This is an optimization exercise on Yosys and OpenROAD, whose aim is small area, a short achievable clock period and few clock cycles per item, not a production implementation.
The RTL was checked by simulation tests, not by an equivalence proof against the original design.

==> inputs of trial 19 <==
==> flow/design.v (excerpt) <==
module infix_expression_evaluator_unit (
    input  logic            clk,
    input  logic            rst_n,
    input  logic            in_valid,
    output logic            in_ready,
    input  logic [7:0]      char_code,
    input  logic            last,
    output logic            out_valid,
    input  logic            out_ready,
    output logic [47:0]     value,
    output logic [2:0]      status
);
==> flow/config.mk <==
export PLATFORM = sky130hd
export DESIGN_NAME = infix_expression_evaluator_unit
export DESIGN_NICKNAME = infix_expression_evaluator_unit
export VERILOG_FILES = /design/flow/design.v
export SDC_FILE = /design/flow/constraint.sdc
export NUM_CORES = 4
export LEC_CHECK = 0
export CAP_MARGIN = 20
export CORE_MARGIN = 2
export CORE_UTILIZATION = 40
export SETUP_SLACK_MARGIN = 5
export SLEW_MARGIN = 20
==> flow/constraint.sdc <==
create_clock -name core_clock -period 14.0 [get_ports {clk}]
set_input_delay 2.8000 -clock core_clock [delete_from_list [all_inputs] [get_ports {clk}]]
set_output_delay 2.8000 -clock core_clock [all_outputs]
set_load 0.01 [all_outputs]
standard.sh (not shown) runs the stock make flow with config.mk's settings and CLKGATE_MAP_FILE= SYNTH_SCRIPT=/design/flow/synth_recipe.tcl, a recipe that flattens the netlist after the stock synthesis.
==> flow/flow/run.sh <==
#!/bin/bash
# Layout: the standard layout (standard.sh), with the timing repair aiming
# further below the clock period (SETUP_SLACK_MARGIN 8 instead of 5). The clock
# period, the constraints and every other setting are the standard flow's own.
set -euo pipefail
sed -e 's/SETUP_SLACK_MARGIN=5/SETUP_SLACK_MARGIN=8/' standard.sh > standard_m.sh
grep -q 'SETUP_SLACK_MARGIN=8' standard_m.sh
bash standard_m.sh > layout.log 2>&1
==> trial 18 (differences from trial 19) <==
==> flow/run.sh (new file) <==
#!/bin/bash
# synth_recipe.tcl (not shown) runs the flow's synth.tcl, then flattens the netlist and writes it again
# the make line also repeats each setting of config.mk as NAME=value (left out here)
make -C /OpenROAD-flow-scripts/flow DESIGN_CONFIG=/design/flow/config.mk WORK_HOME=/design/flow/orfs CLKGATE_MAP_FILE= SYNTH_SCRIPT=/design/flow/synth_recipe.tcl finish
--- a/flow/config.mk
+++ b/flow/config.mk
@@ -10,3 +10,2 @@
 export CORE_UTILIZATION = 40
-export SETUP_SLACK_MARGIN = 5
 export SLEW_MARGIN = 20
removed: flow/flow/run.sh
removed: flow/standard.sh
==> results.toml <==
[sta]
period_share = 0.495
rsz0062_at_grt = "false"
drv_slew = 1

[worst_setup_path]
worstReg2RegStart = "u_alu.msa_reg[5]$_DFFE_PP_"

[status]
status = "finished with violations"
violatedChecks = "capacitance limit, slew limit"

[global_route]
antenna_found_initial = 13

[cts]
cts_setup_buffers = 0

[run]
cap_violations = 1

[cells_and_area]
buf_share = 0.0201
The numbers above come from trial 18.

==> results.toml <==
[placed_design]
dpl.hpwl_mm = 290

[worst_setup_path]
worstReg2RegStart = "u_alu.div_reg$_DFFE_PP_"

[die]
nWellTaps = 3743

[routing]
drt_wl_total_mm = 398

[status]
status = "finished clean"

[cells_and_area]
final_cells = 16400
buf_share = 0.0208

[sta]
fin_crit_ps = 6160
drv_slew = 0
rsz0062_at_grt = "true"
period_share = 0.440

[run]
cap_violations = 0
The numbers above come from trial 19.

Testbench counts of trial 19, summed over its fixed seeds: cycles 24,866, exprs 512.
Testbench counts of trial 18, summed over its fixed seeds: cycles 24,866, exprs 512.


==> delta: inputs <==
Another version of the RTL of infix_expression_evaluator_unit (not shown whole).
clock: 14.0 ns
lec_check: 0
cap_margin: 20
core_margin: 2
core_utilization: 40
slew_margin: 20
run.sh (not shown) runs the stock make flow with config.mk's settings and CLKGATE_MAP_FILE= SYNTH_SCRIPT=/design/flow/synth_recipe.tcl, a recipe that flattens the netlist after the stock synthesis.
Stock flow here: none of the scripts above is used.
==> inputs of xenon, as changes to delta <==
==> flow/config.mk (replaced) <==
export PLATFORM = sky130hd
export DESIGN_NAME = infix_expression_evaluator_unit
export DESIGN_NICKNAME = infix_expression_evaluator_unit
export VERILOG_FILES = /design/flow/design.v
export SDC_FILE = /design/flow/constraint.sdc
export NUM_CORES = 4
export LEC_CHECK = 0
export ABC_CLOCK_PERIOD_IN_PS = 4500
export CAP_MARGIN = 20
export CORE_MARGIN = 2
export CORE_UTILIZATION = 40
export SETUP_SLACK_MARGIN = 5
export SLEW_MARGIN = 20
==> inputs of fjord, as changes to delta <==
--- a/flow/design.v
+++ b/flow/design.v
@@ -39,23 +39,21 @@
     assign xa = a[VW-1] ? (~a + 1'b1) : a;
     assign yb = b[VW-1] ? (~b + 1'b1) : b;
     logic [CW-1:0]  cnt_n;
     logic [NB-1:0]  mb_n, ml_n;
     logic [VW-1:0]  mh_n;
     logic [VW:0]    r2;
-    logic [VW+1:0]  df;
     logic           ge, sk;
     logic [VW+MK-1:0] t;
     always_comb
     begin
         mb_n  = mb_reg;
         ml_n  = ml_reg;
         mh_n  = mh_reg;
         cnt_n = cnt_reg;
         r2    = '0;
-        df    = '0;
         ge    = 1'b0;
         t     = '0;
         sk    = (cnt_reg >= CW'(8)) && (mh_reg[VW-1:VW-8] == 8'd0) &&
                 ({mh_reg[VW-9:0], mb_reg[NB-1:NB-8]} < ma_reg);
         if (div_reg) begin
             if (sk) begin
@@ -63,15 +61,15 @@
                 mb_n  = mb_reg << 8;
                 ml_n  = ml_reg << 8;
                 cnt_n = cnt_reg - CW'(8);
             end else begin
                 for (int s = 0; s < DR; s++) begin
                     r2 = {mh_n, mb_n[NB-1]};
-                    df = {1'b0, r2} - {2'b00, ma_reg};
-                    ge = !df[VW+1];
-                    mh_n = ge ? df[VW-1:0] : r2[VW-1:0];
+                    ge = (r2 >= {1'b0, ma_reg});
+                    if (ge) r2 = r2 - {1'b0, ma_reg};
+                    mh_n = r2[VW-1:0];
                     mb_n = mb_n << 1;
                     ml_n = {ml_n[NB-2:0], ge};
                 end
                 cnt_n = cnt_reg - CW'(DR);
             end
         end else begin
@@ -127,19 +125,14 @@
                     mh_reg  <= VW'(xa[VW-1:32]);
                     mb_reg  <= {xa[31:0], 18'd0};
                     cnt_reg <= CW'(NB);
                 end else begin
                     ma_reg  <= xa;
                     mh_reg  <= '0;
-                    if (yb[15:0] == '0) begin
-                        mb_reg  <= NB'(yb[VW-1:16]);
-                        cnt_reg <= CW'((VW - 16) / MK);
-                    end else begin
-                        mb_reg  <= NB'(yb);
-                        cnt_reg <= CW'(VW / MK);
-                    end
+                    mb_reg  <= NB'(yb);
+                    cnt_reg <= CW'(VW / MK);
                 end
             end
         end else if (st_reg == A_RUN) begin
             mb_reg  <= mb_n;
             ml_reg  <= ml_n;
             mh_reg  <= mh_n;
@@ -219,15 +212,13 @@
     logic [2:0]     fdig_reg, fdig_n;
     iee_pkg::status_t err_reg;
     iee_pkg::status_t err_n;
     logic [CNW-1:0] vcnt_reg, vcnt_n, ocnt_reg, ocnt_n;
     logic [VW-1:0]  vs [SD];
     logic [2:0]     os [SD];                
-    logic           vpush, vpopw, opush, opop, opop2, orep;
-    logic           cgo;                 
-    logic [CNW-1:0] pc;
+    logic           vpush, vpopw, opush, opop;
     logic [VW-1:0]  nval, vres;
     logic [2:0]     onew;
     logic           ov_reg, ov_n;
     logic [VW-1:0]  oval_reg, oval_n;
     iee_pkg::status_t ost_reg;
     iee_pkg::status_t ost_n;
@@ -295,13 +286,12 @@
     assign hard = (err_reg != ST_OK) && (err_reg != ST_SAT);
     logic           fin, fhard;
     iee_pkg::status_t fst;
     logic [VW-1:0]  fval;
     logic           ohard_n;
     logic           ofe;        
-    logic           nxt;        
     always_comb
     begin
         state_n  = state_reg;
         ctx_n    = ctx_reg;
         pmd_n    = pmd_reg;
         psd_n    = psd_reg;
@@ -325,22 +315,17 @@
         ost_n    = ost_reg;
         vpush    = 1'b0;
         vpopw    = 1'b0;
         vres     = ares;
         opush    = 1'b0;
         opop     = 1'b0;
-        opop2    = 1'b0;
-        orep     = 1'b0;
-        cgo      = 1'b0;
-        pc       = ocnt_reg - 1'b1;
         onew     = 3'b100;
         alu_start = 1'b0;
         consume  = 1'b0;
         fin      = 1'b0;
         ofe      = 1'b0;
-        nxt      = 1'b0;
         ohard_n  = 1'b0;
         fhard    = 1'b0;
         fst      = ST_OK;
         fval     = '0;
         if (ov_reg && out_ready) ov_n = 1'b0;
         case (state_reg)
@@ -354,12 +339,13 @@
                         ofe = 1'b1;
                         consume = 1'b1;
                         if (c_lst) state_n = S_END;
                     end else if (innum_reg && (fdig_reg != '0) && !fcd_reg) begin
                         state_n = S_CONV;
                         cret_n  = 1'b0;
+                        ccnt_n  = '0;
                     end else begin
                         if (innum_reg) begin
                             if (nsat_close && err_n == ST_OK) err_n = ST_SAT;
                             if (vcnt_reg >= CNW'(SD)) begin
                                 if (err_n == ST_OK || err_n == ST_SAT) err_n = ST_OVF;
                             end else begin
@@ -407,12 +393,13 @@
             begin
                 if (hard) begin
                     fin = 1'b1;
                 end else if (innum_reg && (fdig_reg != '0) && !fcd_reg) begin
                     state_n = S_CONV;
                     cret_n  = 1'b1;
+                    ccnt_n  = '0;
                 end else begin
                     if (innum_reg) begin
                         if (nsat_close && err_n == ST_OK) err_n = ST_SAT;
                         if (vcnt_reg >= CNW'(SD)) begin
                             if (err_n == ST_OK || err_n == ST_SAT) err_n = ST_OVF;
                         end else begin
@@ -431,14 +418,19 @@
                         ctx_n = C_END; state_n = S_RED;
                     end
                 end
             end
             S_CONV:
             begin
-                cgo = 1'b1;
-                if (ccnt_reg == CCW'(NDBL / FK - 1)) state_n = cret_reg ? S_END : S_ACC;
+                for (int i = 0; i < 6; i++) fb_n[i] = dd[FK][i];
+                t_n    = {t_reg[NDBL-FK-1:0], dbits};
+                ccnt_n = ccnt_reg + 1'b1;
+                if (ccnt_reg == CCW'(NDBL / FK - 1)) begin
+                    fcd_n   = 1'b1;
+                    state_n = cret_reg ? S_END : S_ACC;
+                end
             end
             S_RED:
             begin
                 if (hard) begin
                     if (ctx_reg == C_END) fin = 1'b1;
                     else state_n = elst_reg ? S_END : S_ACC;
@@ -491,97 +483,50 @@
                         if (vcnt_reg < CNW'(2)) begin
                             err_n = ST_MAL;
                         end else if (!os[0][1]) begin
                             vpopw = 1'b1; vres = ares;
                             vcnt_n = vcnt_reg - 1'b1;
                             if (asat && err_n == ST_OK) err_n = ST_SAT;
-                            nxt = 1'b1;
                         end else if (os[0][0] && vs[0] == '0) begin
                             vpopw = 1'b1; vres = '0;
                             vcnt_n = vcnt_reg - 1'b1;
                             err_n = ST_DIV0;
                         end else begin
-                            opop = 1'b0;
-                            ocnt_n = ocnt_reg;
                             alu_start = 1'b1;
                             state_n = S_MD;
                         end
                     end
                     if (ctx_reg != C_END && !elst_reg) ofe = 1'b1;
                 end
             end
             S_MD:
             begin
                 if (alu_done) begin
-                    opop = 1'b1;
-                    ocnt_n = ocnt_reg - 1'b1;
                     vpopw = 1'b1; vres = alu_res;
                     vcnt_n = vcnt_reg - 1'b1;
                     if (alu_sat && err_n == ST_OK) err_n = ST_SAT;
                     state_n = S_RED;
-                    nxt = 1'b1;
                 end
                 if (ctx_reg != C_END && !elst_reg && !hard) ofe = 1'b1;
             end
             S_OUT:
             begin
                 fin = 1'b1;
             end
             default: state_n = S_ACC;
         endcase
-        if (nxt) begin
-            case (ctx_reg)
-                C_OP:
-                begin
-                    if (!(pc != '0 && !os[1][2] && (os[1][1] || !pmd_reg))) begin
-                        orep = 1'b1; onew = {1'b0, pmd_reg, psd_reg};
-                        ocnt_n = ocnt_reg;
-                        state_n = elst_reg ? S_END : S_ACC;
-                    end
-                end
-                C_RP:
-                begin
-                    if (pc == '0) begin
-                        err_n = ST_MAL;
-                        state_n = elst_reg ? S_END : S_ACC;
-                    end else if (os[1][2]) begin
-                        opop = 1'b0; opop2 = 1'b1;
-                        ocnt_n = ocnt_reg - 2'd2;
-                        state_n = elst_reg ? S_END : S_ACC;
-                    end
-                end
-                default:
-                begin
-                    if (pc == '0) begin
-                        fin = 1'b1;
-                    end else if (os[1][2]) begin
-                        err_n = ST_MAL;
-                        fin = 1'b1;
-                    end
-                end
-            endcase
-        end
-        if (!cgo && (state_reg == S_RED || state_reg == S_MD) && ctx_reg != C_END && !elst_reg &&
-            chv && !c_dig && !c_dot && innum_reg && (fdig_reg != '0) && !fcd_reg)
-            cgo = 1'b1;
-        if (cgo) begin
-            for (int i = 0; i < 6; i++) fb_n[i] = dd[FK][i];
-            t_n    = {t_reg[NDBL-FK-1:0], dbits};
-            ccnt_n = ccnt_reg + 1'b1;
-            if (ccnt_reg == CCW'(NDBL / FK - 1)) fcd_n = 1'b1;
-        end
-        if (ofe && state_reg != S_ACC && !fin) begin
+        if (ofe && state_reg != S_ACC) begin
             if (chv && (c_dig || c_dot) && !c_lst) consume = 1'b1;
             else ofe = 1'b0;
         end
         if (ofe) begin
             if (c_dig) begin
                 if (!innum_reg) begin
                     innum_n = 1'b1; dot_n = 1'b0; dot2_n = 1'b0;
                     for (int i = 0; i < 6; i++) fb_n[i] = 4'd0;
-                    fdig_n = '0; nsat_n = 1'b0; ccnt_n = '0;
+                    fdig_n = '0; nsat_n = 1'b0;
                     ip_n = 31'(c_d);
                 end else if (dot2_reg) begin
                 end else if (dot_reg) begin
                     if (fdig_reg < 3'd6) begin
                         fb_n[fdig_reg] = c_d;
                         fdig_n = fdig_reg + 1'b1;
@@ -595,26 +540,26 @@
                     end
                 end
             end else begin
                 if (!innum_reg) begin
                     innum_n = 1'b1; dot_n = 1'b1; dot2_n = 1'b0;
                     for (int i = 0; i < 6; i++) fb_n[i] = 4'd0;
-                    fdig_n = '0; nsat_n = 1'b0; ccnt_n = '0;
+                    fdig_n = '0; nsat_n = 1'b0;
                     ip_n = '0;
                 end else if (dot_reg) begin
                     dot2_n = 1'b1;
                 end else begin
                     dot_n = 1'b1;
                 end
             end
         end
         if (fin) begin
             fhard = (err_n != ST_OK) && (err_n != ST_SAT);
             fst   = (!fhard && vcnt_n != CNW'(1)) ? ST_MAL : err_n;
             ohard_n = (fst != ST_OK) && (fst != ST_SAT);
-            fval  = ohard_n ? '0 : (vpush ? nval : (vpopw ? vres : vs[0]));
+            fval  = ohard_n ? '0 : (vpush ? nval : vs[0]);
             if (!ov_reg) begin
                 ov_n    = 1'b1;
                 oval_n  = fval;
                 ost_n   = fst;
                 vcnt_n  = '0;
                 ocnt_n  = '0;
@@ -678,15 +623,11 @@
             vs[0] <= vres;
             for (int i = 1; i < SD - 1; i++) vs[i] <= vs[i+1];
         end
         if (opush) begin
             os[0] <= onew;
             for (int i = 1; i < SD; i++) os[i] <= os[i-1];
-        end else if (orep) begin
-            os[0] <= onew;
         end else if (opop) begin
             for (int i = 0; i < SD - 1; i++) os[i] <= os[i+1];
-        end else if (opop2) begin
-            for (int i = 0; i < SD - 2; i++) os[i] <= os[i+2];
         end
     end
 endmodule
==> summary.txt <==
quantity                                                                        fjord                      xenon                       delta
Outcome                                                       complete, no violations    complete, no violations     complete, no violations
Fraction of the yosys area taken by sequential cells                            42.3%                      41.6%                       41.6%
Final-layout clock-cell area share                                              4.98%                      4.98%                       5.24%
Finished layout cell area                                                 91600 sq um                92000 sq um                 92200 sq um
Width of the chip                                                              462 um                     463 um                      463 um
Slew of the pin with the lowest slew margin                                   1.21 ns                    1.19 ns                     1.19 ns
GP Congestion                                                                   0.970                       1.02                        1.04
Post-synthesis simple-gate area fraction                                        21.5%                      21.9%                       21.9%
Count of buffers added by post-CTS timing repair for setup                          0                          3                           0
Met1 track demand over resource in global routing                               36.8%                      33.4%                       33.7%
Slowest cell on crit path                                    sky130_fd_sc_hd__o41ai_1  sky130_fd_sc_hd__edfxtp_1   sky130_fd_sc_hd__nand2b_2
Count of clock buffers in the final design                                        179                        178                         166
Met3 Wirelength                                                              22600 um                   18000 um                    18200 um
Setup crit start                                            u_alu.mh_reg[0]$_DFFE_PP_  u_alu.mh_reg[0]$_DFFE_PP_  u_alu.ma_reg[14]$_DFFE_PP_
Met1 WL                                                                     126000 um                  119000 um                   120000 um
Post-Synthesis Mean Instance Area                                          8.86 sq um                 8.77 sq um                  8.77 sq um
Routed vias                                                                     71000                      70800                       70900
Total wirelength of the detailed-routed design                              284000 um                  280000 um                   280000 um
Total nets after synthesis                                                      10000                      10200                       10200
Testbench counts of delta, summed over its fixed seeds: cycles 42,317, exprs 512.
Testbench counts of xenon, summed over its fixed seeds: cycles 42,317, exprs 512.
Testbench counts of fjord, summed over its fixed seeds: cycles 46,344, exprs 512.

-- static timing again, ports no longer ideal --
No port has a modelled driver above. Below, the same layouts with a new extraction and two added sets of constraints.
Step 1 (the two cells are an assumption about what drives the block):
set clk [get_ports {clk}]
set_driving_cell -lib_cell sky130_fd_sc_hd__clkbuf_16 $clk
set_driving_cell -lib_cell sky130_fd_sc_hd__buf_2 [delete_from_list [all_inputs] $clk]
Step 2 adds t to the input delays and takes it off the output delays; t is the mean of the earliest and latest rising clock arrival at the registers after step 1. Input paths then give back, and output paths get back, about the clock's delay inside the block.
a / b / c = ideal / step 1 / step 2; a / b = the first two.
| run | shift t [ns] | slack for setup (ns) | worst setup path after step 2 | latest minus earliest clock arrival (ns) | cell pins on the clock port's net |
|---|---|---|---|---|---|
| trial 19 | 0.960 | 7.839 / 7.839 / 7.839 | register to register | 0.114 / 0.114 | 1 |
| trial 18 | 0.945 | 7.065 / 7.065 / 7.065 | register to register | 0.066 / 0.066 | 1 |
| delta | 0.886 | 4.224 / 4.224 / 4.224 | register to register | 0.046 / 0.046 | 1 |
| xenon | 0.901 | 5.442 / 5.442 / 5.442 | register to register | 0.055 / 0.055 | 1 |
| fjord | 0.886 | 5.311 / 5.311 / 5.311 | register to register | 0.040 / 0.040 | 1 |
